From an optimization exercise on the open Yosys and OpenROAD flow, aimed at small area, a short achievable clock period and few clock cycles per item; shortcuts taken in it are not production practice. The RTL was checked by simulation tests, not by an equivalence proof against the original design.

## me_top
module me_top (
    input  logic           clk,
    input  logic           rst_n,
    input  logic           block_valid,
    input  logic           area_valid,
    input  me_pkg::pixel_t in_data,
    output logic           out_valid,
    output me_pkg::mv_t    out_vector
);
    me_pkg::pixel_t      sample;
    logic                sample_block;
    logic                sample_valid;
    me_pkg::block_flat_t block_n;
    me_pkg::sad_t        sad;
    logic                sad_valid;
    always_ff @(posedge clk) begin
        sample <= in_data;
    end
    always_ff @(posedge clk or negedge rst_n) begin
        if (!rst_n) begin
            sample_block <= 1'b0;
            sample_valid <= 1'b0;
        end else begin
            sample_block <= block_valid;
            sample_valid <= area_valid;
        end
    end
    block_buffer i_block_buffer (
        .clk          (clk),
        .sample_block (sample_block),
        .sample       (sample),
        .block_n      (block_n)
    );
    sad_array i_sad_array (
        .clk          (clk),
        .rst_n        (rst_n),
        .sample_block (sample_block),
        .sample_valid (sample_valid),
        .sample       (sample),
        .block_n      (block_n),
        .sad          (sad),
        .sad_valid    (sad_valid)
    );
    min_search i_min_search (
        .clk          (clk),
        .rst_n        (rst_n),
        .sample_block (sample_block),
        .sad          (sad),
        .sad_valid    (sad_valid),
        .out_valid    (out_valid),
        .out_vector   (out_vector)
    );
endmodule
For scale: about 2200 cells after synthesis, ~590 flip-flops, ~0.030 sq mm of cells after synthesis.
==> module sad_cell, before the edit <==
module sad_cell (
    input  me_pkg::pixel_t a,
    input  me_pkg::pixel_t b_n,
    output me_pkg::pixel_t m,
    output me_pkg::pixel_t t,
    output logic           s
);
    assign {s, t} = {1'b0, a} + {1'b0, b_n};
    assign m      = t ^ {me_pkg::PIXEL_W{~s}};
endmodule
==> module sad_array, before the edit <==
module sad_array (
    input  logic                clk,
    input  logic                rst_n,
    input  logic                sample_block,
    input  logic                sample_valid,
    input  me_pkg::pixel_t      sample,
    input  me_pkg::block_flat_t block_n,
    output me_pkg::sad_t        sad,
    output logic                sad_valid
);
    localparam int W = me_pkg::PIXEL_W;
    me_pkg::coord_t area_row;
    me_pkg::coord_t area_col;
    logic           win_end;
    always_ff @(posedge clk or negedge rst_n) begin
        if (!rst_n) begin
            area_row <= '0;
            area_col <= '0;
        end else if (sample_block) begin
            area_row <= '0;
            area_col <= '0;
        end else if (sample_valid) begin
            area_col <= area_col + 1'b1;
            if (area_col == me_pkg::coord_t'(me_pkg::AREA_DIM - 1)) begin
                area_row <= area_row + 1'b1;
            end
        end
    end
    assign win_end = sample_valid && (area_row >= me_pkg::coord_t'(me_pkg::BLOCK_DIM - 1)) &&
                     (area_col >= me_pkg::coord_t'(me_pkg::BLOCK_DIM - 1));
    localparam int LEN = 12;
    logic [LEN*W-1:0] line;
    always_ff @(posedge clk) begin
        if (sample_valid) begin
            line <= {line[(LEN-1)*W-1:0], sample};
        end
    end
    logic [me_pkg::BLOCK_PIX-1:0][W-1:0] pix;
    logic [me_pkg::BLOCK_PIX-1:0][W-1:0] m_d;
    logic [me_pkg::BLOCK_PIX-1:0][W-1:0] t_d;
    logic [me_pkg::BLOCK_PIX-1:0] s_d;
    assign pix[0] = line[11*W +: W];
    assign pix[1] = line[11*W +: W];
    assign pix[2] = line[11*W +: W];
    assign pix[3] = line[11*W +: W];
    assign pix[4] = line[7*W +: W];
    assign pix[5] = line[7*W +: W];
    assign pix[6] = line[7*W +: W];
    assign pix[7] = line[7*W +: W];
    assign pix[8] = line[3*W +: W];
    assign pix[9] = line[3*W +: W];
    assign pix[10] = line[3*W +: W];
    assign pix[11] = line[3*W +: W];
    assign pix[12] = sample;
    assign pix[13] = sample;
    assign pix[14] = sample;
    assign pix[15] = sample;
    for (genvar j = 0; j < me_pkg::BLOCK_PIX; j++) begin : g_pix
        sad_cell i_sad_cell (
            .a   (pix[j]),
            .b_n (block_n[j*W +: W]),
            .m   (m_d[j]),
            .t   (t_d[j]),
            .s   (s_d[j])
        );
    end
    logic [me_pkg::BLOCK_PIX-1:0][W-1:0] t;
    logic [me_pkg::BLOCK_PIX-1:0][W-1:0] m;
    logic [me_pkg::BLOCK_PIX-1:0] s;
    always_ff @(posedge clk) begin
        if (sample_valid) begin
            t <= t_d;
            s <= s_d;
        end
    end
    for (genvar j = 0; j < me_pkg::BLOCK_PIX; j++) begin : g_m
        assign m[j] = t[j] ^ {W{~s[j]}};
    end
    logic [7:0] part0;
    logic [7:0] part0_d;
    logic [8:0] part0_c;
    assign part0_c = {8'(8'd0), s[0]} + {8'(m[0]), s[0]};
    assign part0_d = part0_c[8:1];
    logic [8:0] part1;
    logic [8:0] part1_d;
    logic [9:0] part1_c;
    assign part1_c = {9'(part0), s[1]} + {9'(m[1]), s[1]};
    assign part1_d = part1_c[9:1];
    logic [9:0] part2;
    logic [9:0] part2_d;
    logic [10:0] part2_c;
    assign part2_c = {10'(part1), s[2]} + {10'(m[2]), s[2]};
    assign part2_d = part2_c[10:1];
    logic [9:0] part3;
    logic [9:0] part3_d;
    logic [10:0] part3_c;
    assign part3_c = {10'(part2), s[3]} + {10'(m[3]), s[3]};
    assign part3_d = part3_c[10:1];
    logic [10:0] part4;
    logic [10:0] part4_d;
    logic [11:0] part4_c;
    assign part4_c = {11'(part3), s[4]} + {11'(m[4]), s[4]};
    assign part4_d = part4_c[11:1];
    logic [10:0] part5;
    logic [10:0] part5_d;
    logic [11:0] part5_c;
    assign part5_c = {11'(part4), s[5]} + {11'(m[5]), s[5]};
    assign part5_d = part5_c[11:1];
    logic [10:0] part6;
    logic [10:0] part6_d;
    logic [11:0] part6_c;
    assign part6_c = {11'(part5), s[6]} + {11'(m[6]), s[6]};
    assign part6_d = part6_c[11:1];
    logic [10:0] part7;
    logic [10:0] part7_d;
    logic [11:0] part7_c;
    assign part7_c = {11'(part6), s[7]} + {11'(m[7]), s[7]};
    assign part7_d = part7_c[11:1];
    logic [11:0] part8;
    logic [11:0] part8_d;
    logic [12:0] part8_c;
    assign part8_c = {12'(part7), s[8]} + {12'(m[8]), s[8]};
    assign part8_d = part8_c[12:1];
    logic [11:0] part9;
    logic [11:0] part9_d;
    logic [12:0] part9_c;
    assign part9_c = {12'(part8), s[9]} + {12'(m[9]), s[9]};
    assign part9_d = part9_c[12:1];
    logic [11:0] part10;
    logic [11:0] part10_d;
    logic [12:0] part10_c;
    assign part10_c = {12'(part9), s[10]} + {12'(m[10]), s[10]};
    assign part10_d = part10_c[12:1];
    logic [11:0] part11;
    logic [11:0] part11_d;
    logic [12:0] part11_c;
    assign part11_c = {12'(part10), s[11]} + {12'(m[11]), s[11]};
    assign part11_d = part11_c[12:1];
    logic [11:0] part12;
    logic [11:0] part12_d;
    logic [12:0] part12_c;
    assign part12_c = {12'(part11), s[12]} + {12'(m[12]), s[12]};
    assign part12_d = part12_c[12:1];
    logic [11:0] part13;
    logic [11:0] part13_d;
    logic [12:0] part13_c;
    assign part13_c = {12'(part12), s[13]} + {12'(m[13]), s[13]};
    assign part13_d = part13_c[12:1];
    logic [11:0] part14;
    logic [11:0] part14_d;
    logic [12:0] part14_c;
    assign part14_c = {12'(part13), s[14]} + {12'(m[14]), s[14]};
    assign part14_d = part14_c[12:1];
    logic [11:0] sad_d;
    logic [12:0] sad_c;
    assign sad_c = {12'(part14), s[15]} + {12'(m[15]), s[15]};
    assign sad_d = sad_c[12:1];
    always_ff @(posedge clk) begin
        if (sample_valid) begin
            part0 <= part0_d;
            part1 <= part1_d;
            part2 <= part2_d;
            part3 <= part3_d;
            part4 <= part4_d;
            part5 <= part5_d;
            part6 <= part6_d;
            part7 <= part7_d;
            part8 <= part8_d;
            part9 <= part9_d;
            part10 <= part10_d;
            part11 <= part11_d;
            part12 <= part12_d;
            part13 <= part13_d;
            part14 <= part14_d;
        end
    end
    logic win_sum;
    always_ff @(posedge clk or negedge rst_n) begin
        if (!rst_n) begin
            win_sum   <= 1'b0;
            sad_valid <= 1'b0;
        end else begin
            win_sum   <= win_end;
            sad_valid <= win_sum;
        end
    end
    always_ff @(posedge clk) begin
        sad <= sad_d;
    end
endmodule
clock: 7.0 ns
lec_check: 0
cap_margin: 20
core_margin: 2
core_utilization: 60
cts_cluster_diameter: 150
cts_cluster_size: 25
setup_slack_margin: 4.5
slew_margin: 20
run.sh (not shown) runs the stock make flow with config.mk's settings and CLKGATE_MAP_FILE= SYNTH_SCRIPT=/design/flow/synth_recipe.tcl, a recipe that flattens the netlist after the stock synthesis.
The baseline ran to the end with no violations.
Testbench counts at the start, summed over its fixed seeds: cycles 15,944, jobs 192.
Then changed:
--- a/flow/design.v
+++ b/flow/design.v
@@ -30,15 +30,15 @@
 endmodule
 `timescale 1ns/1ns
 module sad_cell (
     input  me_pkg::pixel_t a,
     input  me_pkg::pixel_t b_n,
     output me_pkg::pixel_t m,
-    output me_pkg::pixel_t t,
     output logic           s
 );
+    me_pkg::pixel_t t;
     assign {s, t} = {1'b0, a} + {1'b0, b_n};
     assign m      = t ^ {me_pkg::PIXEL_W{~s}};
 endmodule
 `timescale 1ns/1ns
 module sad_array (
     input  logic                clk,
@@ -76,13 +76,12 @@
         if (sample_valid) begin
             line <= {line[(LEN-1)*W-1:0], sample};
         end
     end
     logic [me_pkg::BLOCK_PIX-1:0][W-1:0] pix;
     logic [me_pkg::BLOCK_PIX-1:0][W-1:0] m_d;
-    logic [me_pkg::BLOCK_PIX-1:0][W-1:0] t_d;
     logic [me_pkg::BLOCK_PIX-1:0] s_d;
     assign pix[0] = line[11*W +: W];
     assign pix[1] = line[11*W +: W];
     assign pix[2] = line[11*W +: W];
     assign pix[3] = line[11*W +: W];
     assign pix[4] = line[7*W +: W];
@@ -99,28 +98,23 @@
     assign pix[15] = sample;
     for (genvar j = 0; j < me_pkg::BLOCK_PIX; j++) begin : g_pix
         sad_cell i_sad_cell (
             .a   (pix[j]),
             .b_n (block_n[j*W +: W]),
             .m   (m_d[j]),
-            .t   (t_d[j]),
             .s   (s_d[j])
         );
     end
-    logic [me_pkg::BLOCK_PIX-1:0][W-1:0] t;
     logic [me_pkg::BLOCK_PIX-1:0][W-1:0] m;
     logic [me_pkg::BLOCK_PIX-1:0] s;
     always_ff @(posedge clk) begin
         if (sample_valid) begin
-            t <= t_d;
+            m <= m_d;
             s <= s_d;
         end
     end
-    for (genvar j = 0; j < me_pkg::BLOCK_PIX; j++) begin : g_m
-        assign m[j] = t[j] ^ {W{~s[j]}};
-    end
     logic [7:0] part0;
     logic [7:0] part0_d;
     logic [8:0] part0_c;
     assign part0_c = {8'(8'd0), s[0]} + {8'(m[0]), s[0]};
     assign part0_d = part0_c[8:1];
     logic [8:0] part1;
=>
- sequential share of layout area drops by 2.5 points
- routed wire length climbs by 14%
- maximum frequency drops by 0.55%
- clock skew stays flat
- first-iteration DRC count climbs by 18%
- worst hold slack is better by 8.5 ps
Testbench counts after the change, summed over its fixed seeds: cycles 15,944, jobs 192.

[port drivers added, routing unchanged]
In the flow no input, the clock included, has a driving cell. The finished layouts below were timed again as built, in two steps. Step 1 (the two cells are an assumption about what drives the block):
set clk [get_ports {clk}]
set_driving_cell -lib_cell sky130_fd_sc_hd__clkbuf_16 $clk
set_driving_cell -lib_cell sky130_fd_sc_hd__buf_2 [delete_from_list [all_inputs] $clk]
Step 2 adds t to the input delays and takes it off the output delays; t is the mean of the earliest and latest rising clock arrival at the registers after step 1. Input paths then give back, and output paths get back, about the clock's delay inside the block. Slacks: no drivers / after step 1 / after step 2; pairs: no drivers / after step 1.
| run | shift t [ns] | slack for setup (ns) | latest minus earliest clock arrival (ns) |
|---|---|---|---|
| the first run | 0.646 | 4.518 / 4.461 / 4.412 | 0.027 / 0.028 |
| the second run | 0.661 | 4.505 / 4.443 / 4.421 | 0.028 / 0.027 |
After both steps setup and hold are still met in every run listed. For the first run, which loses most, drivers alone change the setup slack by -0.057 ns; drivers and shift together by -0.106 ns. The worst setup slack also covers recovery checks on asynchronous resets.
